Context: an optimization exercise on an open-source flow, tuned for small area. The choices shown serve that exercise and are no tape-out recipe. RTL that was checked went through simulation tests only; none was proved equivalent to the original. Power figures rest on the tool's default switching activity, not on a simulated workload.

==> flow/design.v (excerpt) <==
module ia_loader_top (
    input  logic          clk,
    input  logic          rst_n,
    input  logic          init_cfg,
    input  logic [31:0]   cfg_k,
    input  logic [31:0]   cfg_n,
    input  logic [31:0]   cfg_m,
    input  logic [31:0]   cfg_base,
    input  logic [31:0]   cfg_stride,
    input  logic [31:0]   cfg_zp,
    input  logic          cfg_use_16bits,
    input  logic          cmd_ready,
    input  logic          rsp_valid,
    input  logic [31:0]   rsp_rdata,
    input  logic          send_ia_trigger,
    output logic          cmd_valid,
    output logic [31:0]   cmd_addr,
    output logic [7:0]    cmd_len,
    output logic          rsp_ready,
    output logic [255:0]  ia_out,
    output logic          ia_row_valid,
    output logic          ia_is_init_data,
    output logic          ia_calc_done,
    output logic          ia_sending_done,
    output logic          ia_data_valid,
    output logic          busy
);
Size: ~7300 cells after synthesis, about 4200 flip-flops, roughly 540 I/O pins, roughly 0.14 mm² of cells after synthesis.
Settings: LEC_CHECK=0, ABC_AREA=1, CAP_MARGIN=10, CORE_MARGIN=2, CORE_UTILIZATION=74, CTS_BUF_LIST=sky130_fd_sc_hd__clkbuf_8, CTS_CLUSTER_DIAMETER=60, CTS_CLUSTER_SIZE=18, PLACE_DENSITY=0.8, SLEW_MARGIN=10; clock period 12.0 ns.
standard.sh (not shown) runs the stock make flow with config.mk's settings and CLKGATE_MAP_FILE= SYNTH_SCRIPT=/design/flow/synth_recipe.tcl, a recipe that flattens the netlist after the stock synthesis.
==> flow/flow/run.sh <==
#!/bin/bash
# The standard layout (standard.sh: standard synthesis, floorplan, place,
# CTS, route, finish) with one change: the buffers that buffer_ports puts on
# every input and output port are the smallest buffer cell, buf_1, in place
# of the delay buffer it picks by default. The make output goes to
# standard.log here; ORFS's per-step logs stay under orfs/logs/.
set -uo pipefail
bash standard.sh "BUFFER_PORTS_ARGS=-buffer_cell sky130_fd_sc_hd__buf_1" finish > standard.log 2>&1
status=$?
tail -n 40 standard.log
exit $status
Change:
CAP_MARGIN = 20   (was 10)
CORE_UTILIZATION = 70   (was 74)
CTS_CLUSTER_DIAMETER = 50   (was 60)
CTS_CLUSTER_SIZE = 16   (was 18)
PLACE_DENSITY = 0.78   (was 0.8)
SLEW_MARGIN = 20   (was 10)
Result: The new run completed with no timing, DRC or antenna violations; worst hold slack barely changes; die area climbs by 5.7%; setup slack is better by 0.067 ns; global-route usage drops by 1.8 points; synthesized cell count does not change; total power climbs by 1.4%; cell count climbs by 2.1%.
Change:
==> flow/flow/run.sh (replaced) <==
#!/bin/bash
# The standard layout (standard.sh: standard synthesis, floorplan, place,
# CTS, route, finish) with two changes: the buffers that buffer_ports puts on
# every input and output port are the smallest buffer cell, buf_1, in place
# of the delay buffer it picks by default; and after global routing,
# repair_timing -recover_power downsizes cells on paths with slack to spare.
# The make output goes to standard.log here; ORFS's per-step logs stay under
# orfs/logs/.
set -uo pipefail
bash standard.sh "BUFFER_PORTS_ARGS=-buffer_cell sky130_fd_sc_hd__buf_1" \
    RECOVER_POWER=100 finish > standard.log 2>&1
status=$?
tail -n 40 standard.log
exit $status
After rerunning: The changed run produced a layout that fails on max-capacitance violations, max-slew violations; register-to-register slack stays flat; routed wire length barely changes; via count barely changes; worst hold slack is about the same; power came out higher slightly; clock-buffer cell count does not change; global-route usage is unchanged.
Change:
CORE_UTILIZATION = 80   (was 70)
PLACE_DENSITY = 0.88   (was 0.78)
After rerunning: This time the run never finished: it broke off in 3_5_place_dp. Synthesized cell count does not change. Area after synthesis stays the same.

---

== v29 ==
Another version of the RTL of ia_loader_top (not shown whole).
For scale: about 7300 cells after synthesis, roughly 4200 flip-flops, ~540 I/O pins.
clock: 12.0 ns
lec_check: 0
abc_area: 1
cap_margin: 20
core_margin: 2
core_utilization: 70
cts_buf_list: sky130_fd_sc_hd__clkbuf_16
cts_cluster_diameter: 60
cts_cluster_size: 24
place_density: 0.78
slew_margin: 20
run.sh (not shown) runs the stock make flow with config.mk's settings and CLKGATE_MAP_FILE= SYNTH_SCRIPT=/design/flow/synth_recipe.tcl, a recipe that flattens the netlist after the stock synthesis.
Stock flow here: none of the scripts above is used.
## Diff of input files: v1 against v29
- changing CTS_BUF_LIST from sky130_fd_sc_hd__clkbuf_16 to sky130_fd_sc_hd__clkbuf_8
- changing CTS_CLUSTER_SIZE from 24 to 16
- changing CTS_CLUSTER_DIAMETER from 60 to 50
Findings:
- Against v29, final standard cell count with taps included and fillers excluded in v1 rose slightly.
- v1 vs v29 — cell-internal power dropped slightly
- v1 -> v29: number of instances in the synthesized netlist delta 0, exact match
- v1 vs v29, pin slew with the least headroom to its limit went down by 0.11 ns.
- v1 vs v29 on hold slack: v1 is the lower one.
- Diff v29 -> v1: pin count of the biggest net entering global routing essentially unchanged, number of nets still failing antenna checks after routing essentially unchanged, share of power burned in combinational logic increased 0.2 points.
- The total wire length of v1 falls short of that of v29 by 6.9%.
- Global-route usage in v1 is 2.0 points below v29.
No run of this note included a check of the RTL's function; only the layout flow was run.

[re-timing with driven ports]
Ports are ideal in the flow. The routed layouts listed here were re-timed in OpenROAD. Step 1 (the two cells are an assumption about what drives the block):
set clk [get_ports {clk}]
set_driving_cell -lib_cell sky130_fd_sc_hd__clkbuf_16 $clk
set_driving_cell -lib_cell sky130_fd_sc_hd__buf_2 [delete_from_list [all_inputs] $clk]
Step 2 also shifts input and output timing later by t, the mid clock arrival at the registers, as if the neighbouring blocks saw the same clock. a / b / c = ideal ports / drivers / drivers and shift; a / b = the first two.
| run | t, ns | setup slack, ns | worst setup path after step 2 | worst slew at a driven data input, ns |
|---|---|---|---|---|
| the first run of note 1 | 1.131 | 0.324 / 0.324 / 0.324 | register to register | 0.19 |
| the second run of note 1 | 1.133 | 0.390 / 0.390 / 0.390 | register to register | 0.22 |
| the third run of note 1 | 1.135 | 0.393 / 0.393 / -0.627 | input to register | 0.22 |
| v29 | 0.978 | 0.407 / 0.407 / 0.407 | register to register | 0.19 |
| v1 | 1.115 | 0.396 / 0.396 / 0.396 | register to register | 0.21 |
For the third run of note 1, which loses most, drivers alone change the setup slack by 0.000 ns; drivers and shift together by -1.020 ns.
